From an optimization exercise on the open Yosys and OpenROAD flow, aimed at small area, a short achievable clock period and few clock cycles per item; shortcuts taken in it are not production practice. No run shown here included a check of the RTL's function; only the layout flow was run. Power figures rest on the tool's default switching activity, not on a simulated workload.

===== flow/config.mk =====
export PLATFORM = sky130hd
export DESIGN_NAME = carry_select_adder
export DESIGN_NICKNAME = carry_select_adder
export VERILOG_FILES = /design/flow/design.v
export SDC_FILE = /design/flow/constraint.sdc
export NUM_CORES = 4
export LEC_CHECK = 0
export CAP_MARGIN = 20
export CORE_MARGIN = 2
export CORE_UTILIZATION = 40
export SLEW_MARGIN = 20

===== flow/constraint.sdc =====
create_clock -name core_clock -period 3.5 [get_ports {clk}]
set_input_delay 0.7000 -clock core_clock [delete_from_list [all_inputs] [get_ports {clk}]]
set_output_delay 0.7000 -clock core_clock [all_outputs]
set_load 0.01 [all_outputs]

===== flow/design.v =====
`timescale 1ns/1ns
`default_nettype none
module carry_select_adder #(
    parameter int WIDTH = 64
) (
    input  logic             clk,
    input  logic             arst_n,
    input  logic             in_valid,
    input  logic             cin,
    input  logic [WIDTH-1:0] a,
    input  logic [WIDTH-1:0] b,
    output logic             out_valid,
    output logic             cout,
    output logic [WIDTH-1:0] sum
);
    logic [63:0] p;
    logic [63:0] g0;
    logic [63:0] p0;
    logic [64:0] c;
    logic [63:0] s;
    assign p = a ^ b;
    assign g0 = {a[63:1] & b[63:1], (a[0] & b[0]) | (p[0] & cin)};
    assign p0 = {p[63:1], 1'b0};
    wire g_1_1 = g0[1] | (p0[1] & g0[0]);
    wire p_1_1 = p0[1] & p0[0];
    wire g_1_2 = g0[2] | (p0[2] & g0[1]);
    wire p_1_2 = p0[2] & p0[1];
    wire g_1_3 = g0[3] | (p0[3] & g0[2]);
    wire p_1_3 = p0[3] & p0[2];
    wire g_1_4 = g0[4] | (p0[4] & g0[3]);
    wire p_1_4 = p0[4] & p0[3];
    wire g_1_5 = g0[5] | (p0[5] & g0[4]);
    wire p_1_5 = p0[5] & p0[4];
    wire g_1_6 = g0[6] | (p0[6] & g0[5]);
    wire p_1_6 = p0[6] & p0[5];
    wire g_1_7 = g0[7] | (p0[7] & g0[6]);
    wire p_1_7 = p0[7] & p0[6];
    wire g_1_8 = g0[8] | (p0[8] & g0[7]);
    wire p_1_8 = p0[8] & p0[7];
    wire g_1_9 = g0[9] | (p0[9] & g0[8]);
    wire p_1_9 = p0[9] & p0[8];
    wire g_1_10 = g0[10] | (p0[10] & g0[9]);
    wire p_1_10 = p0[10] & p0[9];
    wire g_1_11 = g0[11] | (p0[11] & g0[10]);
    wire p_1_11 = p0[11] & p0[10];
    wire g_1_12 = g0[12] | (p0[12] & g0[11]);
    wire p_1_12 = p0[12] & p0[11];
    wire g_1_13 = g0[13] | (p0[13] & g0[12]);
    wire p_1_13 = p0[13] & p0[12];
    wire g_1_14 = g0[14] | (p0[14] & g0[13]);
    wire p_1_14 = p0[14] & p0[13];
    wire g_1_15 = g0[15] | (p0[15] & g0[14]);
    wire p_1_15 = p0[15] & p0[14];
    wire g_1_16 = g0[16] | (p0[16] & g0[15]);
    wire p_1_16 = p0[16] & p0[15];
    wire g_1_17 = g0[17] | (p0[17] & g0[16]);
    wire p_1_17 = p0[17] & p0[16];
    wire g_1_18 = g0[18] | (p0[18] & g0[17]);
    wire p_1_18 = p0[18] & p0[17];
    wire g_1_19 = g0[19] | (p0[19] & g0[18]);
    wire p_1_19 = p0[19] & p0[18];
    wire g_1_20 = g0[20] | (p0[20] & g0[19]);
    wire p_1_20 = p0[20] & p0[19];
    wire g_1_21 = g0[21] | (p0[21] & g0[20]);
    wire p_1_21 = p0[21] & p0[20];
    wire g_1_22 = g0[22] | (p0[22] & g0[21]);
    wire p_1_22 = p0[22] & p0[21];
    wire g_1_23 = g0[23] | (p0[23] & g0[22]);
    wire p_1_23 = p0[23] & p0[22];
    wire g_1_24 = g0[24] | (p0[24] & g0[23]);
    wire p_1_24 = p0[24] & p0[23];
    wire g_1_25 = g0[25] | (p0[25] & g0[24]);
    wire p_1_25 = p0[25] & p0[24];
    wire g_1_26 = g0[26] | (p0[26] & g0[25]);
    wire p_1_26 = p0[26] & p0[25];
    wire g_1_27 = g0[27] | (p0[27] & g0[26]);
    wire p_1_27 = p0[27] & p0[26];
    wire g_1_28 = g0[28] | (p0[28] & g0[27]);
    wire p_1_28 = p0[28] & p0[27];
    wire g_1_29 = g0[29] | (p0[29] & g0[28]);
    wire p_1_29 = p0[29] & p0[28];
    wire g_1_30 = g0[30] | (p0[30] & g0[29]);
    wire p_1_30 = p0[30] & p0[29];
    wire g_1_31 = g0[31] | (p0[31] & g0[30]);
    wire p_1_31 = p0[31] & p0[30];
    wire g_1_32 = g0[32] | (p0[32] & g0[31]);
    wire p_1_32 = p0[32] & p0[31];
    wire g_1_33 = g0[33] | (p0[33] & g0[32]);
    wire p_1_33 = p0[33] & p0[32];
    wire g_1_34 = g0[34] | (p0[34] & g0[33]);
    wire p_1_34 = p0[34] & p0[33];
    wire g_1_35 = g0[35] | (p0[35] & g0[34]);
    wire p_1_35 = p0[35] & p0[34];
    wire g_1_36 = g0[36] | (p0[36] & g0[35]);
    wire p_1_36 = p0[36] & p0[35];
    wire g_1_37 = g0[37] | (p0[37] & g0[36]);
    wire p_1_37 = p0[37] & p0[36];
    wire g_1_38 = g0[38] | (p0[38] & g0[37]);
    wire p_1_38 = p0[38] & p0[37];
    wire g_1_39 = g0[39] | (p0[39] & g0[38]);
    wire p_1_39 = p0[39] & p0[38];
    wire g_1_40 = g0[40] | (p0[40] & g0[39]);
    wire p_1_40 = p0[40] & p0[39];
    wire g_1_41 = g0[41] | (p0[41] & g0[40]);
    wire p_1_41 = p0[41] & p0[40];
    wire g_1_42 = g0[42] | (p0[42] & g0[41]);
    wire p_1_42 = p0[42] & p0[41];
    wire g_1_43 = g0[43] | (p0[43] & g0[42]);
    wire p_1_43 = p0[43] & p0[42];
    wire g_1_44 = g0[44] | (p0[44] & g0[43]);
    wire p_1_44 = p0[44] & p0[43];
    wire g_1_45 = g0[45] | (p0[45] & g0[44]);
    wire p_1_45 = p0[45] & p0[44];
    wire g_1_46 = g0[46] | (p0[46] & g0[45]);
    wire p_1_46 = p0[46] & p0[45];
    wire g_1_47 = g0[47] | (p0[47] & g0[46]);
    wire p_1_47 = p0[47] & p0[46];
    wire g_1_48 = g0[48] | (p0[48] & g0[47]);
    wire p_1_48 = p0[48] & p0[47];
    wire g_1_49 = g0[49] | (p0[49] & g0[48]);
    wire p_1_49 = p0[49] & p0[48];
    wire g_1_50 = g0[50] | (p0[50] & g0[49]);
    wire p_1_50 = p0[50] & p0[49];
    wire g_1_51 = g0[51] | (p0[51] & g0[50]);
    wire p_1_51 = p0[51] & p0[50];
    wire g_1_52 = g0[52] | (p0[52] & g0[51]);
    wire p_1_52 = p0[52] & p0[51];
    wire g_1_53 = g0[53] | (p0[53] & g0[52]);
    wire p_1_53 = p0[53] & p0[52];
    wire g_1_54 = g0[54] | (p0[54] & g0[53]);
    wire p_1_54 = p0[54] & p0[53];
    wire g_1_55 = g0[55] | (p0[55] & g0[54]);
    wire p_1_55 = p0[55] & p0[54];
    wire g_1_56 = g0[56] | (p0[56] & g0[55]);
    wire p_1_56 = p0[56] & p0[55];
    wire g_1_57 = g0[57] | (p0[57] & g0[56]);
    wire p_1_57 = p0[57] & p0[56];
    wire g_1_58 = g0[58] | (p0[58] & g0[57]);
    wire p_1_58 = p0[58] & p0[57];
    wire g_1_59 = g0[59] | (p0[59] & g0[58]);
    wire p_1_59 = p0[59] & p0[58];
    wire g_1_60 = g0[60] | (p0[60] & g0[59]);
    wire p_1_60 = p0[60] & p0[59];
    wire g_1_61 = g0[61] | (p0[61] & g0[60]);
    wire p_1_61 = p0[61] & p0[60];
    wire g_1_62 = g0[62] | (p0[62] & g0[61]);
    wire p_1_62 = p0[62] & p0[61];
    wire g_1_63 = g0[63] | (p0[63] & g0[62]);
    wire p_1_63 = p0[63] & p0[62];
    wire g_2_2 = g_1_2 | (p_1_2 & g0[0]);
    wire p_2_2 = p_1_2 & p0[0];
    wire g_2_3 = g_1_3 | (p_1_3 & g_1_1);
    wire p_2_3 = p_1_3 & p_1_1;
    wire g_2_4 = g_1_4 | (p_1_4 & g_1_2);
    wire p_2_4 = p_1_4 & p_1_2;
    wire g_2_5 = g_1_5 | (p_1_5 & g_1_3);
    wire p_2_5 = p_1_5 & p_1_3;
    wire g_2_6 = g_1_6 | (p_1_6 & g_1_4);
    wire p_2_6 = p_1_6 & p_1_4;
    wire g_2_7 = g_1_7 | (p_1_7 & g_1_5);
    wire p_2_7 = p_1_7 & p_1_5;
    wire g_2_8 = g_1_8 | (p_1_8 & g_1_6);
    wire p_2_8 = p_1_8 & p_1_6;
    wire g_2_9 = g_1_9 | (p_1_9 & g_1_7);
    wire p_2_9 = p_1_9 & p_1_7;
    wire g_2_10 = g_1_10 | (p_1_10 & g_1_8);
    wire p_2_10 = p_1_10 & p_1_8;
    wire g_2_11 = g_1_11 | (p_1_11 & g_1_9);
    wire p_2_11 = p_1_11 & p_1_9;
    wire g_2_12 = g_1_12 | (p_1_12 & g_1_10);
    wire p_2_12 = p_1_12 & p_1_10;
    wire g_2_13 = g_1_13 | (p_1_13 & g_1_11);
    wire p_2_13 = p_1_13 & p_1_11;
    wire g_2_14 = g_1_14 | (p_1_14 & g_1_12);
    wire p_2_14 = p_1_14 & p_1_12;
    wire g_2_15 = g_1_15 | (p_1_15 & g_1_13);
    wire p_2_15 = p_1_15 & p_1_13;
    wire g_2_16 = g_1_16 | (p_1_16 & g_1_14);
    wire p_2_16 = p_1_16 & p_1_14;
    wire g_2_17 = g_1_17 | (p_1_17 & g_1_15);
    wire p_2_17 = p_1_17 & p_1_15;
    wire g_2_18 = g_1_18 | (p_1_18 & g_1_16);
    wire p_2_18 = p_1_18 & p_1_16;
    wire g_2_19 = g_1_19 | (p_1_19 & g_1_17);
    wire p_2_19 = p_1_19 & p_1_17;
    wire g_2_20 = g_1_20 | (p_1_20 & g_1_18);
    wire p_2_20 = p_1_20 & p_1_18;
    wire g_2_21 = g_1_21 | (p_1_21 & g_1_19);
    wire p_2_21 = p_1_21 & p_1_19;
    wire g_2_22 = g_1_22 | (p_1_22 & g_1_20);
    wire p_2_22 = p_1_22 & p_1_20;
    wire g_2_23 = g_1_23 | (p_1_23 & g_1_21);
    wire p_2_23 = p_1_23 & p_1_21;
    wire g_2_24 = g_1_24 | (p_1_24 & g_1_22);
    wire p_2_24 = p_1_24 & p_1_22;
    wire g_2_25 = g_1_25 | (p_1_25 & g_1_23);
    wire p_2_25 = p_1_25 & p_1_23;
    wire g_2_26 = g_1_26 | (p_1_26 & g_1_24);
    wire p_2_26 = p_1_26 & p_1_24;
    wire g_2_27 = g_1_27 | (p_1_27 & g_1_25);
    wire p_2_27 = p_1_27 & p_1_25;
    wire g_2_28 = g_1_28 | (p_1_28 & g_1_26);
    wire p_2_28 = p_1_28 & p_1_26;
    wire g_2_29 = g_1_29 | (p_1_29 & g_1_27);
    wire p_2_29 = p_1_29 & p_1_27;
    wire g_2_30 = g_1_30 | (p_1_30 & g_1_28);
    wire p_2_30 = p_1_30 & p_1_28;
    wire g_2_31 = g_1_31 | (p_1_31 & g_1_29);
    wire p_2_31 = p_1_31 & p_1_29;
    wire g_2_32 = g_1_32 | (p_1_32 & g_1_30);
    wire p_2_32 = p_1_32 & p_1_30;
    wire g_2_33 = g_1_33 | (p_1_33 & g_1_31);
    wire p_2_33 = p_1_33 & p_1_31;
    wire g_2_34 = g_1_34 | (p_1_34 & g_1_32);
    wire p_2_34 = p_1_34 & p_1_32;
    wire g_2_35 = g_1_35 | (p_1_35 & g_1_33);
    wire p_2_35 = p_1_35 & p_1_33;
    wire g_2_36 = g_1_36 | (p_1_36 & g_1_34);
    wire p_2_36 = p_1_36 & p_1_34;
    wire g_2_37 = g_1_37 | (p_1_37 & g_1_35);
    wire p_2_37 = p_1_37 & p_1_35;
    wire g_2_38 = g_1_38 | (p_1_38 & g_1_36);
    wire p_2_38 = p_1_38 & p_1_36;
    wire g_2_39 = g_1_39 | (p_1_39 & g_1_37);
    wire p_2_39 = p_1_39 & p_1_37;
    wire g_2_40 = g_1_40 | (p_1_40 & g_1_38);
    wire p_2_40 = p_1_40 & p_1_38;
    wire g_2_41 = g_1_41 | (p_1_41 & g_1_39);
    wire p_2_41 = p_1_41 & p_1_39;
    wire g_2_42 = g_1_42 | (p_1_42 & g_1_40);
    wire p_2_42 = p_1_42 & p_1_40;
    wire g_2_43 = g_1_43 | (p_1_43 & g_1_41);
    wire p_2_43 = p_1_43 & p_1_41;
    wire g_2_44 = g_1_44 | (p_1_44 & g_1_42);
    wire p_2_44 = p_1_44 & p_1_42;
    wire g_2_45 = g_1_45 | (p_1_45 & g_1_43);
    wire p_2_45 = p_1_45 & p_1_43;
    wire g_2_46 = g_1_46 | (p_1_46 & g_1_44);
    wire p_2_46 = p_1_46 & p_1_44;
    wire g_2_47 = g_1_47 | (p_1_47 & g_1_45);
    wire p_2_47 = p_1_47 & p_1_45;
    wire g_2_48 = g_1_48 | (p_1_48 & g_1_46);
    wire p_2_48 = p_1_48 & p_1_46;
    wire g_2_49 = g_1_49 | (p_1_49 & g_1_47);
    wire p_2_49 = p_1_49 & p_1_47;
    wire g_2_50 = g_1_50 | (p_1_50 & g_1_48);
    wire p_2_50 = p_1_50 & p_1_48;
    wire g_2_51 = g_1_51 | (p_1_51 & g_1_49);
    wire p_2_51 = p_1_51 & p_1_49;
    wire g_2_52 = g_1_52 | (p_1_52 & g_1_50);
    wire p_2_52 = p_1_52 & p_1_50;
    wire g_2_53 = g_1_53 | (p_1_53 & g_1_51);
    wire p_2_53 = p_1_53 & p_1_51;
    wire g_2_54 = g_1_54 | (p_1_54 & g_1_52);
    wire p_2_54 = p_1_54 & p_1_52;
    wire g_2_55 = g_1_55 | (p_1_55 & g_1_53);
    wire p_2_55 = p_1_55 & p_1_53;
    wire g_2_56 = g_1_56 | (p_1_56 & g_1_54);
    wire p_2_56 = p_1_56 & p_1_54;
    wire g_2_57 = g_1_57 | (p_1_57 & g_1_55);
    wire p_2_57 = p_1_57 & p_1_55;
    wire g_2_58 = g_1_58 | (p_1_58 & g_1_56);
    wire p_2_58 = p_1_58 & p_1_56;
    wire g_2_59 = g_1_59 | (p_1_59 & g_1_57);
    wire p_2_59 = p_1_59 & p_1_57;
    wire g_2_60 = g_1_60 | (p_1_60 & g_1_58);
    wire p_2_60 = p_1_60 & p_1_58;
    wire g_2_61 = g_1_61 | (p_1_61 & g_1_59);
    wire p_2_61 = p_1_61 & p_1_59;
    wire g_2_62 = g_1_62 | (p_1_62 & g_1_60);
    wire p_2_62 = p_1_62 & p_1_60;
    wire g_2_63 = g_1_63 | (p_1_63 & g_1_61);
    wire p_2_63 = p_1_63 & p_1_61;
    wire g_3_4 = g_2_4 | (p_2_4 & g0[0]);
    wire p_3_4 = p_2_4 & p0[0];
    wire g_3_5 = g_2_5 | (p_2_5 & g_1_1);
    wire p_3_5 = p_2_5 & p_1_1;
    wire g_3_6 = g_2_6 | (p_2_6 & g_2_2);
    wire p_3_6 = p_2_6 & p_2_2;
    wire g_3_7 = g_2_7 | (p_2_7 & g_2_3);
    wire p_3_7 = p_2_7 & p_2_3;
    wire g_3_8 = g_2_8 | (p_2_8 & g_2_4);
    wire p_3_8 = p_2_8 & p_2_4;
    wire g_3_9 = g_2_9 | (p_2_9 & g_2_5);
    wire p_3_9 = p_2_9 & p_2_5;
    wire g_3_10 = g_2_10 | (p_2_10 & g_2_6);
    wire p_3_10 = p_2_10 & p_2_6;
    wire g_3_11 = g_2_11 | (p_2_11 & g_2_7);
    wire p_3_11 = p_2_11 & p_2_7;
    wire g_3_12 = g_2_12 | (p_2_12 & g_2_8);
    wire p_3_12 = p_2_12 & p_2_8;
    wire g_3_13 = g_2_13 | (p_2_13 & g_2_9);
    wire p_3_13 = p_2_13 & p_2_9;
    wire g_3_14 = g_2_14 | (p_2_14 & g_2_10);
    wire p_3_14 = p_2_14 & p_2_10;
    wire g_3_15 = g_2_15 | (p_2_15 & g_2_11);
    wire p_3_15 = p_2_15 & p_2_11;
    wire g_3_16 = g_2_16 | (p_2_16 & g_2_12);
    wire p_3_16 = p_2_16 & p_2_12;
    wire g_3_17 = g_2_17 | (p_2_17 & g_2_13);
    wire p_3_17 = p_2_17 & p_2_13;
    wire g_3_18 = g_2_18 | (p_2_18 & g_2_14);
    wire p_3_18 = p_2_18 & p_2_14;
    wire g_3_19 = g_2_19 | (p_2_19 & g_2_15);
    wire p_3_19 = p_2_19 & p_2_15;
    wire g_3_20 = g_2_20 | (p_2_20 & g_2_16);
    wire p_3_20 = p_2_20 & p_2_16;
    wire g_3_21 = g_2_21 | (p_2_21 & g_2_17);
    wire p_3_21 = p_2_21 & p_2_17;
    wire g_3_22 = g_2_22 | (p_2_22 & g_2_18);
    wire p_3_22 = p_2_22 & p_2_18;
    wire g_3_23 = g_2_23 | (p_2_23 & g_2_19);
    wire p_3_23 = p_2_23 & p_2_19;
    wire g_3_24 = g_2_24 | (p_2_24 & g_2_20);
    wire p_3_24 = p_2_24 & p_2_20;
    wire g_3_25 = g_2_25 | (p_2_25 & g_2_21);
    wire p_3_25 = p_2_25 & p_2_21;
    wire g_3_26 = g_2_26 | (p_2_26 & g_2_22);
    wire p_3_26 = p_2_26 & p_2_22;
    wire g_3_27 = g_2_27 | (p_2_27 & g_2_23);
    wire p_3_27 = p_2_27 & p_2_23;
    wire g_3_28 = g_2_28 | (p_2_28 & g_2_24);
    wire p_3_28 = p_2_28 & p_2_24;
    wire g_3_29 = g_2_29 | (p_2_29 & g_2_25);
    wire p_3_29 = p_2_29 & p_2_25;
    wire g_3_30 = g_2_30 | (p_2_30 & g_2_26);
    wire p_3_30 = p_2_30 & p_2_26;
    wire g_3_31 = g_2_31 | (p_2_31 & g_2_27);
    wire p_3_31 = p_2_31 & p_2_27;
    wire g_3_32 = g_2_32 | (p_2_32 & g_2_28);
    wire p_3_32 = p_2_32 & p_2_28;
    wire g_3_33 = g_2_33 | (p_2_33 & g_2_29);
    wire p_3_33 = p_2_33 & p_2_29;
    wire g_3_34 = g_2_34 | (p_2_34 & g_2_30);
    wire p_3_34 = p_2_34 & p_2_30;
    wire g_3_35 = g_2_35 | (p_2_35 & g_2_31);
    wire p_3_35 = p_2_35 & p_2_31;
    wire g_3_36 = g_2_36 | (p_2_36 & g_2_32);
    wire p_3_36 = p_2_36 & p_2_32;
    wire g_3_37 = g_2_37 | (p_2_37 & g_2_33);
    wire p_3_37 = p_2_37 & p_2_33;
    wire g_3_38 = g_2_38 | (p_2_38 & g_2_34);
    wire p_3_38 = p_2_38 & p_2_34;
    wire g_3_39 = g_2_39 | (p_2_39 & g_2_35);
    wire p_3_39 = p_2_39 & p_2_35;
    wire g_3_40 = g_2_40 | (p_2_40 & g_2_36);
    wire p_3_40 = p_2_40 & p_2_36;
    wire g_3_41 = g_2_41 | (p_2_41 & g_2_37);
    wire p_3_41 = p_2_41 & p_2_37;
    wire g_3_42 = g_2_42 | (p_2_42 & g_2_38);
    wire p_3_42 = p_2_42 & p_2_38;
    wire g_3_43 = g_2_43 | (p_2_43 & g_2_39);
    wire p_3_43 = p_2_43 & p_2_39;
    wire g_3_44 = g_2_44 | (p_2_44 & g_2_40);
    wire p_3_44 = p_2_44 & p_2_40;
    wire g_3_45 = g_2_45 | (p_2_45 & g_2_41);
    wire p_3_45 = p_2_45 & p_2_41;
    wire g_3_46 = g_2_46 | (p_2_46 & g_2_42);
    wire p_3_46 = p_2_46 & p_2_42;
    wire g_3_47 = g_2_47 | (p_2_47 & g_2_43);
    wire p_3_47 = p_2_47 & p_2_43;
    wire g_3_48 = g_2_48 | (p_2_48 & g_2_44);
    wire p_3_48 = p_2_48 & p_2_44;
    wire g_3_49 = g_2_49 | (p_2_49 & g_2_45);
    wire p_3_49 = p_2_49 & p_2_45;
    wire g_3_50 = g_2_50 | (p_2_50 & g_2_46);
    wire p_3_50 = p_2_50 & p_2_46;
    wire g_3_51 = g_2_51 | (p_2_51 & g_2_47);
    wire p_3_51 = p_2_51 & p_2_47;
    wire g_3_52 = g_2_52 | (p_2_52 & g_2_48);
    wire p_3_52 = p_2_52 & p_2_48;
    wire g_3_53 = g_2_53 | (p_2_53 & g_2_49);
    wire p_3_53 = p_2_53 & p_2_49;
    wire g_3_54 = g_2_54 | (p_2_54 & g_2_50);
    wire p_3_54 = p_2_54 & p_2_50;
    wire g_3_55 = g_2_55 | (p_2_55 & g_2_51);
    wire p_3_55 = p_2_55 & p_2_51;
    wire g_3_56 = g_2_56 | (p_2_56 & g_2_52);
    wire p_3_56 = p_2_56 & p_2_52;
    wire g_3_57 = g_2_57 | (p_2_57 & g_2_53);
    wire p_3_57 = p_2_57 & p_2_53;
    wire g_3_58 = g_2_58 | (p_2_58 & g_2_54);
    wire p_3_58 = p_2_58 & p_2_54;
    wire g_3_59 = g_2_59 | (p_2_59 & g_2_55);
    wire p_3_59 = p_2_59 & p_2_55;
    wire g_3_60 = g_2_60 | (p_2_60 & g_2_56);
    wire p_3_60 = p_2_60 & p_2_56;
    wire g_3_61 = g_2_61 | (p_2_61 & g_2_57);
    wire p_3_61 = p_2_61 & p_2_57;
    wire g_3_62 = g_2_62 | (p_2_62 & g_2_58);
    wire p_3_62 = p_2_62 & p_2_58;
    wire g_3_63 = g_2_63 | (p_2_63 & g_2_59);
    wire p_3_63 = p_2_63 & p_2_59;
    wire g_4_8 = g_3_8 | (p_3_8 & g0[0]);
    wire p_4_8 = p_3_8 & p0[0];
    wire g_4_9 = g_3_9 | (p_3_9 & g_1_1);
    wire p_4_9 = p_3_9 & p_1_1;
    wire g_4_10 = g_3_10 | (p_3_10 & g_2_2);
    wire p_4_10 = p_3_10 & p_2_2;
    wire g_4_11 = g_3_11 | (p_3_11 & g_2_3);
    wire p_4_11 = p_3_11 & p_2_3;
    wire g_4_12 = g_3_12 | (p_3_12 & g_3_4);
    wire p_4_12 = p_3_12 & p_3_4;
    wire g_4_13 = g_3_13 | (p_3_13 & g_3_5);
    wire p_4_13 = p_3_13 & p_3_5;
    wire g_4_14 = g_3_14 | (p_3_14 & g_3_6);
    wire p_4_14 = p_3_14 & p_3_6;
    wire g_4_15 = g_3_15 | (p_3_15 & g_3_7);
    wire p_4_15 = p_3_15 & p_3_7;
    wire g_4_16 = g_3_16 | (p_3_16 & g_3_8);
    wire p_4_16 = p_3_16 & p_3_8;
    wire g_4_17 = g_3_17 | (p_3_17 & g_3_9);
    wire p_4_17 = p_3_17 & p_3_9;
    wire g_4_18 = g_3_18 | (p_3_18 & g_3_10);
    wire p_4_18 = p_3_18 & p_3_10;
    wire g_4_19 = g_3_19 | (p_3_19 & g_3_11);
    wire p_4_19 = p_3_19 & p_3_11;
    wire g_4_20 = g_3_20 | (p_3_20 & g_3_12);
    wire p_4_20 = p_3_20 & p_3_12;
    wire g_4_21 = g_3_21 | (p_3_21 & g_3_13);
    wire p_4_21 = p_3_21 & p_3_13;
    wire g_4_22 = g_3_22 | (p_3_22 & g_3_14);
    wire p_4_22 = p_3_22 & p_3_14;
    wire g_4_23 = g_3_23 | (p_3_23 & g_3_15);
    wire p_4_23 = p_3_23 & p_3_15;
    wire g_4_24 = g_3_24 | (p_3_24 & g_3_16);
    wire p_4_24 = p_3_24 & p_3_16;
    wire g_4_25 = g_3_25 | (p_3_25 & g_3_17);
    wire p_4_25 = p_3_25 & p_3_17;
    wire g_4_26 = g_3_26 | (p_3_26 & g_3_18);
    wire p_4_26 = p_3_26 & p_3_18;
    wire g_4_27 = g_3_27 | (p_3_27 & g_3_19);
    wire p_4_27 = p_3_27 & p_3_19;
    wire g_4_28 = g_3_28 | (p_3_28 & g_3_20);
    wire p_4_28 = p_3_28 & p_3_20;
    wire g_4_29 = g_3_29 | (p_3_29 & g_3_21);
    wire p_4_29 = p_3_29 & p_3_21;
    wire g_4_30 = g_3_30 | (p_3_30 & g_3_22);
    wire p_4_30 = p_3_30 & p_3_22;
    wire g_4_31 = g_3_31 | (p_3_31 & g_3_23);
    wire p_4_31 = p_3_31 & p_3_23;
    wire g_4_32 = g_3_32 | (p_3_32 & g_3_24);
    wire p_4_32 = p_3_32 & p_3_24;
    wire g_4_33 = g_3_33 | (p_3_33 & g_3_25);
    wire p_4_33 = p_3_33 & p_3_25;
    wire g_4_34 = g_3_34 | (p_3_34 & g_3_26);
    wire p_4_34 = p_3_34 & p_3_26;
    wire g_4_35 = g_3_35 | (p_3_35 & g_3_27);
    wire p_4_35 = p_3_35 & p_3_27;
    wire g_4_36 = g_3_36 | (p_3_36 & g_3_28);
    wire p_4_36 = p_3_36 & p_3_28;
    wire g_4_37 = g_3_37 | (p_3_37 & g_3_29);
    wire p_4_37 = p_3_37 & p_3_29;
    wire g_4_38 = g_3_38 | (p_3_38 & g_3_30);
    wire p_4_38 = p_3_38 & p_3_30;
    wire g_4_39 = g_3_39 | (p_3_39 & g_3_31);
    wire p_4_39 = p_3_39 & p_3_31;
    wire g_4_40 = g_3_40 | (p_3_40 & g_3_32);
    wire p_4_40 = p_3_40 & p_3_32;
    wire g_4_41 = g_3_41 | (p_3_41 & g_3_33);
    wire p_4_41 = p_3_41 & p_3_33;
    wire g_4_42 = g_3_42 | (p_3_42 & g_3_34);
    wire p_4_42 = p_3_42 & p_3_34;
    wire g_4_43 = g_3_43 | (p_3_43 & g_3_35);
    wire p_4_43 = p_3_43 & p_3_35;
    wire g_4_44 = g_3_44 | (p_3_44 & g_3_36);
    wire p_4_44 = p_3_44 & p_3_36;
    wire g_4_45 = g_3_45 | (p_3_45 & g_3_37);
    wire p_4_45 = p_3_45 & p_3_37;
    wire g_4_46 = g_3_46 | (p_3_46 & g_3_38);
    wire p_4_46 = p_3_46 & p_3_38;
    wire g_4_47 = g_3_47 | (p_3_47 & g_3_39);
    wire p_4_47 = p_3_47 & p_3_39;
    wire g_4_48 = g_3_48 | (p_3_48 & g_3_40);
    wire p_4_48 = p_3_48 & p_3_40;
    wire g_4_49 = g_3_49 | (p_3_49 & g_3_41);
    wire p_4_49 = p_3_49 & p_3_41;
    wire g_4_50 = g_3_50 | (p_3_50 & g_3_42);
    wire p_4_50 = p_3_50 & p_3_42;
    wire g_4_51 = g_3_51 | (p_3_51 & g_3_43);
    wire p_4_51 = p_3_51 & p_3_43;
    wire g_4_52 = g_3_52 | (p_3_52 & g_3_44);
    wire p_4_52 = p_3_52 & p_3_44;
    wire g_4_53 = g_3_53 | (p_3_53 & g_3_45);
    wire p_4_53 = p_3_53 & p_3_45;
    wire g_4_54 = g_3_54 | (p_3_54 & g_3_46);
    wire p_4_54 = p_3_54 & p_3_46;
    wire g_4_55 = g_3_55 | (p_3_55 & g_3_47);
    wire p_4_55 = p_3_55 & p_3_47;
    wire g_4_56 = g_3_56 | (p_3_56 & g_3_48);
    wire p_4_56 = p_3_56 & p_3_48;
    wire g_4_57 = g_3_57 | (p_3_57 & g_3_49);
    wire p_4_57 = p_3_57 & p_3_49;
    wire g_4_58 = g_3_58 | (p_3_58 & g_3_50);
    wire p_4_58 = p_3_58 & p_3_50;
    wire g_4_59 = g_3_59 | (p_3_59 & g_3_51);
    wire p_4_59 = p_3_59 & p_3_51;
    wire g_4_60 = g_3_60 | (p_3_60 & g_3_52);
    wire p_4_60 = p_3_60 & p_3_52;
    wire g_4_61 = g_3_61 | (p_3_61 & g_3_53);
    wire p_4_61 = p_3_61 & p_3_53;
    wire g_4_62 = g_3_62 | (p_3_62 & g_3_54);
    wire p_4_62 = p_3_62 & p_3_54;
    wire g_4_63 = g_3_63 | (p_3_63 & g_3_55);
    wire p_4_63 = p_3_63 & p_3_55;
    wire g_5_16 = g_4_16 | (p_4_16 & g0[0]);
    wire p_5_16 = p_4_16 & p0[0];
    wire g_5_17 = g_4_17 | (p_4_17 & g_1_1);
    wire p_5_17 = p_4_17 & p_1_1;
    wire g_5_18 = g_4_18 | (p_4_18 & g_2_2);
    wire p_5_18 = p_4_18 & p_2_2;
    wire g_5_19 = g_4_19 | (p_4_19 & g_2_3);
    wire p_5_19 = p_4_19 & p_2_3;
    wire g_5_20 = g_4_20 | (p_4_20 & g_3_4);
    wire p_5_20 = p_4_20 & p_3_4;
    wire g_5_21 = g_4_21 | (p_4_21 & g_3_5);
    wire p_5_21 = p_4_21 & p_3_5;
    wire g_5_22 = g_4_22 | (p_4_22 & g_3_6);
    wire p_5_22 = p_4_22 & p_3_6;
    wire g_5_23 = g_4_23 | (p_4_23 & g_3_7);
    wire p_5_23 = p_4_23 & p_3_7;
    wire g_5_24 = g_4_24 | (p_4_24 & g_4_8);
    wire p_5_24 = p_4_24 & p_4_8;
    wire g_5_25 = g_4_25 | (p_4_25 & g_4_9);
    wire p_5_25 = p_4_25 & p_4_9;
    wire g_5_26 = g_4_26 | (p_4_26 & g_4_10);
    wire p_5_26 = p_4_26 & p_4_10;
    wire g_5_27 = g_4_27 | (p_4_27 & g_4_11);
    wire p_5_27 = p_4_27 & p_4_11;
    wire g_5_28 = g_4_28 | (p_4_28 & g_4_12);
    wire p_5_28 = p_4_28 & p_4_12;
    wire g_5_29 = g_4_29 | (p_4_29 & g_4_13);
    wire p_5_29 = p_4_29 & p_4_13;
    wire g_5_30 = g_4_30 | (p_4_30 & g_4_14);
    wire p_5_30 = p_4_30 & p_4_14;
    wire g_5_31 = g_4_31 | (p_4_31 & g_4_15);
    wire p_5_31 = p_4_31 & p_4_15;
    wire g_5_32 = g_4_32 | (p_4_32 & g_4_16);
    wire p_5_32 = p_4_32 & p_4_16;
    wire g_5_33 = g_4_33 | (p_4_33 & g_4_17);
    wire p_5_33 = p_4_33 & p_4_17;
    wire g_5_34 = g_4_34 | (p_4_34 & g_4_18);
    wire p_5_34 = p_4_34 & p_4_18;
    wire g_5_35 = g_4_35 | (p_4_35 & g_4_19);
    wire p_5_35 = p_4_35 & p_4_19;
    wire g_5_36 = g_4_36 | (p_4_36 & g_4_20);
    wire p_5_36 = p_4_36 & p_4_20;
    wire g_5_37 = g_4_37 | (p_4_37 & g_4_21);
    wire p_5_37 = p_4_37 & p_4_21;
    wire g_5_38 = g_4_38 | (p_4_38 & g_4_22);
    wire p_5_38 = p_4_38 & p_4_22;
    wire g_5_39 = g_4_39 | (p_4_39 & g_4_23);
    wire p_5_39 = p_4_39 & p_4_23;
    wire g_5_40 = g_4_40 | (p_4_40 & g_4_24);
    wire p_5_40 = p_4_40 & p_4_24;
    wire g_5_41 = g_4_41 | (p_4_41 & g_4_25);
    wire p_5_41 = p_4_41 & p_4_25;
    wire g_5_42 = g_4_42 | (p_4_42 & g_4_26);
    wire p_5_42 = p_4_42 & p_4_26;
    wire g_5_43 = g_4_43 | (p_4_43 & g_4_27);
    wire p_5_43 = p_4_43 & p_4_27;
    wire g_5_44 = g_4_44 | (p_4_44 & g_4_28);
    wire p_5_44 = p_4_44 & p_4_28;
    wire g_5_45 = g_4_45 | (p_4_45 & g_4_29);
    wire p_5_45 = p_4_45 & p_4_29;
    wire g_5_46 = g_4_46 | (p_4_46 & g_4_30);
    wire p_5_46 = p_4_46 & p_4_30;
    wire g_5_47 = g_4_47 | (p_4_47 & g_4_31);
    wire p_5_47 = p_4_47 & p_4_31;
    wire g_5_48 = g_4_48 | (p_4_48 & g_4_32);
    wire p_5_48 = p_4_48 & p_4_32;
    wire g_5_49 = g_4_49 | (p_4_49 & g_4_33);
    wire p_5_49 = p_4_49 & p_4_33;
    wire g_5_50 = g_4_50 | (p_4_50 & g_4_34);
    wire p_5_50 = p_4_50 & p_4_34;
    wire g_5_51 = g_4_51 | (p_4_51 & g_4_35);
    wire p_5_51 = p_4_51 & p_4_35;
    wire g_5_52 = g_4_52 | (p_4_52 & g_4_36);
    wire p_5_52 = p_4_52 & p_4_36;
    wire g_5_53 = g_4_53 | (p_4_53 & g_4_37);
    wire p_5_53 = p_4_53 & p_4_37;
    wire g_5_54 = g_4_54 | (p_4_54 & g_4_38);
    wire p_5_54 = p_4_54 & p_4_38;
    wire g_5_55 = g_4_55 | (p_4_55 & g_4_39);
    wire p_5_55 = p_4_55 & p_4_39;
    wire g_5_56 = g_4_56 | (p_4_56 & g_4_40);
    wire p_5_56 = p_4_56 & p_4_40;
    wire g_5_57 = g_4_57 | (p_4_57 & g_4_41);
    wire p_5_57 = p_4_57 & p_4_41;
    wire g_5_58 = g_4_58 | (p_4_58 & g_4_42);
    wire p_5_58 = p_4_58 & p_4_42;
    wire g_5_59 = g_4_59 | (p_4_59 & g_4_43);
    wire p_5_59 = p_4_59 & p_4_43;
    wire g_5_60 = g_4_60 | (p_4_60 & g_4_44);
    wire p_5_60 = p_4_60 & p_4_44;
    wire g_5_61 = g_4_61 | (p_4_61 & g_4_45);
    wire p_5_61 = p_4_61 & p_4_45;
    wire g_5_62 = g_4_62 | (p_4_62 & g_4_46);
    wire p_5_62 = p_4_62 & p_4_46;
    wire g_5_63 = g_4_63 | (p_4_63 & g_4_47);
    wire p_5_63 = p_4_63 & p_4_47;
    wire g_6_32 = g_5_32 | (p_5_32 & g0[0]);
    wire p_6_32 = p_5_32 & p0[0];
    wire g_6_33 = g_5_33 | (p_5_33 & g_1_1);
    wire p_6_33 = p_5_33 & p_1_1;
    wire g_6_34 = g_5_34 | (p_5_34 & g_2_2);
    wire p_6_34 = p_5_34 & p_2_2;
    wire g_6_35 = g_5_35 | (p_5_35 & g_2_3);
    wire p_6_35 = p_5_35 & p_2_3;
    wire g_6_36 = g_5_36 | (p_5_36 & g_3_4);
    wire p_6_36 = p_5_36 & p_3_4;
    wire g_6_37 = g_5_37 | (p_5_37 & g_3_5);
    wire p_6_37 = p_5_37 & p_3_5;
    wire g_6_38 = g_5_38 | (p_5_38 & g_3_6);
    wire p_6_38 = p_5_38 & p_3_6;
    wire g_6_39 = g_5_39 | (p_5_39 & g_3_7);
    wire p_6_39 = p_5_39 & p_3_7;
    wire g_6_40 = g_5_40 | (p_5_40 & g_4_8);
    wire p_6_40 = p_5_40 & p_4_8;
    wire g_6_41 = g_5_41 | (p_5_41 & g_4_9);
    wire p_6_41 = p_5_41 & p_4_9;
    wire g_6_42 = g_5_42 | (p_5_42 & g_4_10);
    wire p_6_42 = p_5_42 & p_4_10;
    wire g_6_43 = g_5_43 | (p_5_43 & g_4_11);
    wire p_6_43 = p_5_43 & p_4_11;
    wire g_6_44 = g_5_44 | (p_5_44 & g_4_12);
    wire p_6_44 = p_5_44 & p_4_12;
    wire g_6_45 = g_5_45 | (p_5_45 & g_4_13);
    wire p_6_45 = p_5_45 & p_4_13;
    wire g_6_46 = g_5_46 | (p_5_46 & g_4_14);
    wire p_6_46 = p_5_46 & p_4_14;
    wire g_6_47 = g_5_47 | (p_5_47 & g_4_15);
    wire p_6_47 = p_5_47 & p_4_15;
    wire g_6_48 = g_5_48 | (p_5_48 & g_5_16);
    wire p_6_48 = p_5_48 & p_5_16;
    wire g_6_49 = g_5_49 | (p_5_49 & g_5_17);
    wire p_6_49 = p_5_49 & p_5_17;
    wire g_6_50 = g_5_50 | (p_5_50 & g_5_18);
    wire p_6_50 = p_5_50 & p_5_18;
    wire g_6_51 = g_5_51 | (p_5_51 & g_5_19);
    wire p_6_51 = p_5_51 & p_5_19;
    wire g_6_52 = g_5_52 | (p_5_52 & g_5_20);
    wire p_6_52 = p_5_52 & p_5_20;
    wire g_6_53 = g_5_53 | (p_5_53 & g_5_21);
    wire p_6_53 = p_5_53 & p_5_21;
    wire g_6_54 = g_5_54 | (p_5_54 & g_5_22);
    wire p_6_54 = p_5_54 & p_5_22;
    wire g_6_55 = g_5_55 | (p_5_55 & g_5_23);
    wire p_6_55 = p_5_55 & p_5_23;
    wire g_6_56 = g_5_56 | (p_5_56 & g_5_24);
    wire p_6_56 = p_5_56 & p_5_24;
    wire g_6_57 = g_5_57 | (p_5_57 & g_5_25);
    wire p_6_57 = p_5_57 & p_5_25;
    wire g_6_58 = g_5_58 | (p_5_58 & g_5_26);
    wire p_6_58 = p_5_58 & p_5_26;
    wire g_6_59 = g_5_59 | (p_5_59 & g_5_27);
    wire p_6_59 = p_5_59 & p_5_27;
    wire g_6_60 = g_5_60 | (p_5_60 & g_5_28);
    wire p_6_60 = p_5_60 & p_5_28;
    wire g_6_61 = g_5_61 | (p_5_61 & g_5_29);
    wire p_6_61 = p_5_61 & p_5_29;
    wire g_6_62 = g_5_62 | (p_5_62 & g_5_30);
    wire p_6_62 = p_5_62 & p_5_30;
    wire g_6_63 = g_5_63 | (p_5_63 & g_5_31);
    wire p_6_63 = p_5_63 & p_5_31;
    assign c[0] = cin;
    assign c[1] = g0[0];
    assign c[2] = g_1_1;
    assign c[3] = g_2_2;
    assign c[4] = g_2_3;
    assign c[5] = g_3_4;
    assign c[6] = g_3_5;
    assign c[7] = g_3_6;
    assign c[8] = g_3_7;
    assign c[9] = g_4_8;
    assign c[10] = g_4_9;
    assign c[11] = g_4_10;
    assign c[12] = g_4_11;
    assign c[13] = g_4_12;
    assign c[14] = g_4_13;
    assign c[15] = g_4_14;
    assign c[16] = g_4_15;
    assign c[17] = g_5_16;
    assign c[18] = g_5_17;
    assign c[19] = g_5_18;
    assign c[20] = g_5_19;
    assign c[21] = g_5_20;
    assign c[22] = g_5_21;
    assign c[23] = g_5_22;
    assign c[24] = g_5_23;
    assign c[25] = g_5_24;
    assign c[26] = g_5_25;
    assign c[27] = g_5_26;
    assign c[28] = g_5_27;
    assign c[29] = g_5_28;
    assign c[30] = g_5_29;
    assign c[31] = g_5_30;
    assign c[32] = g_5_31;
    assign c[33] = g_6_32;
    assign c[34] = g_6_33;
    assign c[35] = g_6_34;
    assign c[36] = g_6_35;
    assign c[37] = g_6_36;
    assign c[38] = g_6_37;
    assign c[39] = g_6_38;
    assign c[40] = g_6_39;
    assign c[41] = g_6_40;
    assign c[42] = g_6_41;
    assign c[43] = g_6_42;
    assign c[44] = g_6_43;
    assign c[45] = g_6_44;
    assign c[46] = g_6_45;
    assign c[47] = g_6_46;
    assign c[48] = g_6_47;
    assign c[49] = g_6_48;
    assign c[50] = g_6_49;
    assign c[51] = g_6_50;
    assign c[52] = g_6_51;
    assign c[53] = g_6_52;
    assign c[54] = g_6_53;
    assign c[55] = g_6_54;
    assign c[56] = g_6_55;
    assign c[57] = g_6_56;
    assign c[58] = g_6_57;
    assign c[59] = g_6_58;
    assign c[60] = g_6_59;
    assign c[61] = g_6_60;
    assign c[62] = g_6_61;
    assign c[63] = g_6_62;
    assign c[64] = g_6_63;
    assign s = p ^ c[63:0];
    always_ff @(posedge clk or negedge arst_n)
    begin
        if (!arst_n)
        begin
            out_valid <= 1'b0;
        end
        else
        begin
            out_valid <= in_valid;
        end
    end
    always_ff @(posedge clk)
    begin
        {cout, sum} <= {c[64], s};
    end
endmodule
`default_nettype wire

===== flow/flow/run.sh =====
#!/bin/bash
# Standard layout, but the port buffers are plain buf cells instead of the
# delay buffer buffer_ports picks by itself.
set -euo pipefail
cd "$(dirname "$0")/.."
export BUFFER_PORTS_ARGS="-buffer_cell ${PORT_BUF:-sky130_fd_sc_hd__buf_2}"
export ADDER_MAP_FILE=
bash standard.sh > standard_flow.log 2>&1

===== flow/standard.sh =====
#!/bin/bash
# synth_recipe.tcl (not shown) runs the flow's synth.tcl, then flattens the netlist and writes it again
# the make line also repeats each setting of config.mk as NAME=value (left out here)
make -C /OpenROAD-flow-scripts/flow DESIGN_CONFIG=/design/flow/config.mk WORK_HOME=/design/flow/orfs CLKGATE_MAP_FILE= SYNTH_SCRIPT=/design/flow/synth_recipe.tcl "${@:-finish}"

==> summary.txt, run 1 <==
status failed layout checks; Violated Checks setup timing; Final ANT Viol Nets 0; Worst Setup EP cout; H-tree depth 3; initial antenna violation count 4; WL/cell 13.83 µm; syn nets approximately 840; area of the die about 0.015 mm²; area occupied by multi-input gates approximately 0.0042 mm²; vias in the first global route 5696; Via density roughly 5; sequential area share after synthesis approximately a quarter; DRT Wirelength about 17 mm; Filler Cells Inserted approximately 1300; FFs w/ async S/R, synth under 10%; CP max FO 2; Yosys cell types 63; Clock Tree Root clkbuf_16; Worst EP required roughly 3.7 ns; core footprint approximately 0.014 mm²; Worst Setup Path Type in2reg; FMAX roughly 280 MHz; final core utilization a little over 60%; CTS tree done; Syn Area/Cell 7.830 µm²; dpl cells 1236; slowest CP cell or3_4; number of port buffers ~200; 1st-iter DRT viols between 200 and 300; Die Span X 121.9 µm; synth warn 1; Static Leakage between 3 and 4 nW; most frequent cells in the layout buf_2, buf_4, xnor2_1; grt total ovfl 0; setup slack after layout -0.1188 ns; die height between 100 and 150 µm; Pre-antenna DRT Iters 7; IO Count between 150 and 200; most common cell after layout, fill and taps aside buf_2; hold_buf cts 0; Final Setup Violations 2; Tot Pwr roughly 3.2 mW; Yosys top cell by area dfxtp_1; EDFF count, synth 0; Buf+Inv Stages, Crit Path 1; Seq cells post-synth 66; CTS buffer count 9; ordered list of cells on the worst path buf_6 > and2_4 > maj3_2 > a31o_1 > maj3_2 > o31a_1 > or3_4 > a211o_1 > a221o_1 > a41o_1 > maj3_2 > maj3_2; Slew @ Worst Pin 0.5559 ns; largest net degree at the start of global routing 13; final hold vios 0; Clock Tree Buf Depth 2; Worst setup startpoint a[10]; commonest register cell after synthesis dfxtp_1; Max Cap Viol 0; FF/Latch Area 0.001326 mm²; Pwr per Cell Area between 300 and 400 mW/mm²; worst slack at placement -0.6016 ns; Rows 43; Area Overhead vs Synth 51.56%; critical path arrival 3.85 ns; Sinks on Clock Net 66; post-synth top area share around a quarter; Initial Util between 40 and 50%; period utilization 103.4%; first-pass GRT wire length approximately 27 mm; RSZ-0062 raised after global routing true; DR DRC count 0; HPWL after DPL ~14 mm; clock transition at the registers of the reported paths around 0.060 ns; HP Class in2async; TNS Setup -0.1694 ns; CP max stage delay 0.39 ns; Setup crit start kind input pin; Cells after Synth around 700; CP top delay family compound AO/OA/AOI/OAI gates; Max IR drop VDD about 240 µV; Tmin final approximately 3.6 ns; most used cell, CP maj3_2; fraction of layout cells with a size suffix above 1 40.00%; critical path depth 12; slew margin rel. between 60% and 70%; Finished Layout Cells between 1000 and 1500; detailed-route via count ~6400; Final nets 1202; CP Capture Type flop; Synth area leaders dfxtp_1, xnor2_1, maj3_1; RD Place Congestion about 0.87; mapped cell area between 0.005 and 0.006 mm²; final slew viol count 0; gr usage total between 20 and 25%
-- flip-flops by register name, summed over array words and instances (netlist names) --
signal,flops
sum,64
cout,1
out_valid,1
-- routing by layer --
| layer | track usage (%) | part of all wire (%) |
|---|---|---|
| met1 | 30.56 | 47 |
| met2 | 36.98 | 46 |
| met3 | 3.558 | 5.2 |
| met4 | 8.764 | 1.9 |
| met5 | 0 | 0.075 |
-- cell usage after synthesis (4+ instances only) --
| cell | n |
|---|---|
| xnor2_1 | 77 |
| a21oi_1 | 68 |
| dfxtp_1 | 65 |
| nor2_1 | 65 |
| xor2_1 | 56 |
| maj3_1 | 53 |
| a31oi_1 | 46 |
| nand2_1 | 43 |
| clkbuf_1 | 25 |
| and2_1 | 22 |
| o21ai_0 | 22 |
| inv_1 | 12 |
| nand3_1 | 12 |
| nor3_1 | 12 |
| or2_2 | 12 |
| and3_1 | 9 |
| o22ai_1 | 9 |
| a21o_1 | 6 |
| nor4_1 | 6 |
| o211ai_1 | 6 |
| maj3_2 | 5 |
| nor2b_1 | 5 |
| o31ai_1 | 5 |
| a31o_2 | 4 |
| o21bai_1 | 4 |
| or3_1 | 4 |
-- logic make-up after synthesis --
family / after synthesis / synth area share [%]
XOR/XNOR: 133 / 20.95
AO/OA/AOI/OAI: 209 / 23.86
AND/OR/NAND/NOR: 206 / 18.21
buffers and inverters: 38 / 2.566
flip-flops: 66 / 23.86
adder cells (fa/ha/maj): 58 / 10.56
-- power by group --
part	internal, mW	total (mW)	leakage (nW)	switching, mW
clock network	0.570	0.927	0.141	0.357
logic	0.662	1.34	3.08	0.677
registers	0.919	0.960	0.560	0.0411
-- worst min-delay path by stage --
stage | start | endpoint | slack [ns] | depth (start not counted)
detailed placement | arst_n | out_valid | 0.48 | 1
global route | arst_n | out_valid | 0.12 | 1
floorplan | arst_n | out_valid | 0.40 | 0
finish | arst_n | out_valid | 0.12 | 1
CTS | arst_n | out_valid | 0.11 | 1
global placement | arst_n | out_valid | 0.47 | 1
-- layout make-up --
type | count | area share [%]
inverter | 12 | 0.5346
antenna | 3 | 0.08910
tap | 180 | 2.673
sequential | 66 | 15.74
clock buffer | 10 | 2.836
clock inverter | 6 | 0.7871
multi-input combinational | 606 | 49.58
timing repair buffer | 375 | 27.75
-- what timing repair did --
item	CTS	global route
pin swaps	14	13
endpoints found under the hold margin	0	0
setup endpoints to repair	3	8
gates resized for setup	9	13
setup buffers	2	1
-- per-stage QoR --
step | area, µm² | hold slack (ns)
after floorplan | 5569 | 0.4044
after global placement | 7996 | 0.4741
after detailed placement | 7996 | 0.4763
after CTS | 8359 | 0.1129
after global routing | 8426 | 0.1169
final | 8426 | 0.1239
==> run 2: changes to the inputs <==
--- a/flow/flow/run.sh
+++ b/flow/flow/run.sh
@@ -4,5 +4,4 @@
 set -euo pipefail
 cd "$(dirname "$0")/.."
 export BUFFER_PORTS_ARGS="-buffer_cell ${PORT_BUF:-sky130_fd_sc_hd__buf_2}"
-export ADDER_MAP_FILE=
 bash standard.sh > standard_flow.log 2>&1
==> run 2 against run 1 <==
Now clean on timing, DRC and antenna. Via count shrank 8.9%. First-iteration DRC count up 39%. Hold slack improved by 0.0046 ns. Non-clock buffer count fell by 130. Count of clock-buffer cells in the layout grew 3. Total power is 3.8% lower. Global-route usage fell by 1.1 points. Area after synthesis up 0.38%. Cell count fell by 15%.
==> summary.txt, run 2 <==
Die Span X 122.1 µm (+0.18%); Setup crit start kind input pin; IO Count 198 (unchanged); Finished Layout Cells 1068 (-15%); Max Used Layer met4; EDFF count, synth 0 (unchanged); Tmin final 3.252 ns (-0.3664 ns); Area Overhead vs Synth 29.71%; mapped cell area 0.005580 mm² (+0.38%); Static Leakage 3.504 nW (-7.3%); area of the die 0.01491 mm² (+0.37%); Tot Pwr 3.104 mW (-3.8%); DRT Wirelength 16.41 mm (-5.7%); DR DRC count 0 (unchanged); period utilization 92.92% (-10 points); CP max stage delay 0.40 ns (about the same); Slew @ Worst Pin 0.5442 ns (-0.01163 ns); Max IR drop VDD 222.3 µV (-9.2%); slew margin rel. 63.41% (+0.81 points); number of port buffers 197 (unchanged); die height 122.1 µm (+0.18%); Final Setup Violations 0 (-2); Commonest cells post-synth a21oi_1, dfxtp_1, ha_1; Sinks on Clock Net 66 (unchanged); Syn Area/Cell 8.404 µm² (+7.3%); Worst Setup Path Type in2reg; number of setup buffers added after CTS 0 (-2); # diodes 0 (-3); Via density 5.462 (+7.3%); Synth area leaders dfxtp_1, ha_1, a21oi_1; ordered list of cells on the worst path buf_2 > fa_2 > fa_2 > a21o_1 > a221oi_4 > buf_4 > a211oi_2 > a211oi_2 > o221a_4 > o211a_4 > o31ai_4 > a31oi_2 > xnor2_1; status no timing/DRC/antenna violations; H-tree depth 3 (unchanged); CP max FO 4 (+2); Yosys top cell by area dfxtp_1; synth warn 1 (unchanged); CTS buffer count 9 (unchanged); setup slack after layout 0.2476 ns (+0.3664 ns); count leader, synth a21oi_1; 1st-iter DRT viols 401 (+39%); final core utilization 52.55% (-8.9 points); metal2 WL 7.930 mm (-0.46%); fraction of layout cells with a size suffix above 1 32.43% (-7.6 points); clock transition at the registers of the reported paths 0.05 ns (about the same); syn nets 861 (+2.3%); Clock Tree Root clkbuf_16; TNS Setup 0 ns (+0.1694 ns); Worst EP required 3.77 ns (+0.04 ns); WL/cell 15.37 µm (+11%); most frequent cells in the layout buf_2, a21oi_1, dfxtp_1; largest net degree at the start of global routing 13 (unchanged); max reg flops 64 (unchanged); Buf+Inv Stages, Crit Path 2 (+1); most common cell after layout, fill and taps aside buf_2; HP Class in2async; final hold vios 0 (unchanged); initial antenna violation count 0 (-4); CTS tree done; core footprint 0.01377 mm² (+0.39%); RSZ-0062 raised after global routing false; CP top delay family compound AO/OA/AOI/OAI gates; dpl cells 1055 (-15%); post-synth top area share 23.32% (-0.089 points); vias in the first global route 5491 (-3.6%); Final ANT Viol Nets 0 (unchanged); CP Capture Type flop; Cells after Synth 664 (-6.5%); HPWL after DPL 13.74 mm (-4.4%); sequential area share after synthesis 23.77% (-0.091 points); slowest CP cell fa_2; detailed-route via count 5833 (-8.9%); Pre-antenna DRT Iters 4 (-3); Rows 43 (unchanged); critical path arrival 3.52 ns (-0.33 ns); FMAX 307.5 MHz (+11%); hold_buf cts 0 (unchanged); Max Cap Viol 0 (unchanged); Clock Tree Buf Depth 2 (unchanged); Yosys cell types 74 (+17%); gr usage total 21.75% (-1.1 points); commonest register cell after synthesis dfxtp_1; CTS resizes 0 (-9); RD Place Congestion 0.8670 (-0.86%); Initial Util 40.52% (about the same); worst slack at placement -0.09516 ns (+0.5064 ns); FFs w/ async S/R, synth 1.515% (unchanged); first-pass GRT wire length 25.84 mm (-4.2%); Seq cells post-synth 66 (unchanged); met1 WL 7.163 mm (-12%); final slew viol count 0 (unchanged); Pwr per Cell Area 428.8 mW/mm² (+12%); Final nets 1083 (-9.9%); grt total ovfl 0 (unchanged); met3 wire length 1.026 mm (+13%)
## run 2: changes by cell type in the layout (fill, tap and decap cells not counted), sizes merged, moves of 16 or more
| cell | delta |
|---|---|
| a21o | +37 |
| a31oi | -35 |
| and2 | -16 |
| buf | -130 |
| ha | +63 |
| maj3 | -58 |
| nand4 | +21 |
| nor2 | -25 |
| xnor2 | -41 |
| xor2 | -36 |
## run 2: kinds of logic (layout without fill, tap and decap cells)
group	Yosys count	in the layout	share of synthesized area, %
compound gates	244	244	31.79
simple gates	180	180	15.96
flops	66	66	23.77
fa+ha+maj	65	65	14.84
xor+xnor	56	56	8.789
buf+inv	52	276	4.664
mux	1	1	0.1794
## run 2: routing by layer
| metal | vias to the layer above | GRT usage, % |
|---|---|---|
| met5 | - | 0 |
| met4 | 0 | 7.830 |
| met3 | 22 | 2.856 |
| met2 | 197 | 37.50 |
| met1 | 2694 | 27.73 |
| li1 | 2920 | - |
## run 2: final cells by class
cell class,instances,area (µm²)
Tap cell,180,225.2
Multi-Input combinational cell,546,4003
Sequential cell,66,1326
Clock buffer,13,270.3
Timing Repair Buffer,245,1346
Fill cell,1369,6535
Inverter,18,67.56
## run 2: worst paths after layout
check / from / to / slack [ns] / cells past startpoint
setup / recovery: a[0] / sum[54] / 0.25 / 13
hold / removal: arst_n / out_valid / 0.13 / 1
max in group asynchronous: arst_n / out_valid / 3.29 / 1
min in group core_clock: in_valid / out_valid / 0.47 / 1
## run 2: metrics by stage
step | hold slack (ns) | area (µm²)
final | 0.1285 | 7238
after global routing | 0.1154 | 7238
after CTS | 0.1136 | 7238
after detailed placement | 0.4753 | 6968
after global placement | 0.4741 | 6968
after floorplan | 0.4044 | 5589
## run 2: report_power, final
| group | switching [mW] | total [mW] | internal [mW] |
|---|---|---|---|
| clock | 0.322 | 0.848 | 0.526 |
| combinational | 0.698 | 1.27 | 0.574 |
| sequential | 0.0567 | 0.983 | 0.926 |
| total | 1.08 | 3.10 | 2.03 |

-- what the ideal ports hide --
No port has a modelled driver above. Below, the same layouts with a new extraction and two added sets of constraints. Step 1: set_driving_cell puts a clkbuf_16 on clk and a buf_2 on each other input, an assumption about the parent block. Step 2 adds t to the input delays and takes it off the output delays; t is the mean of the earliest and latest rising clock arrival at the registers after step 1. Input paths then give back, and output paths get back, about the clock's delay inside the block. a / b / c = ideal / step 1 / step 2; a / b = the first two.
run | t (ns) | setup slack, ns | worst setup path at the end
run 1 | 0.381 | -0.119 / -0.108 / -0.489 | input to register
run 2 | 0.373 | 0.248 / 0.270 / -0.103 | input to register
With both steps, setup timing fails in run 2, where it was met with ideal ports. The setup slack of run 1, which loses most, moves by +0.011 ns with the drivers and by -0.370 ns with both steps.
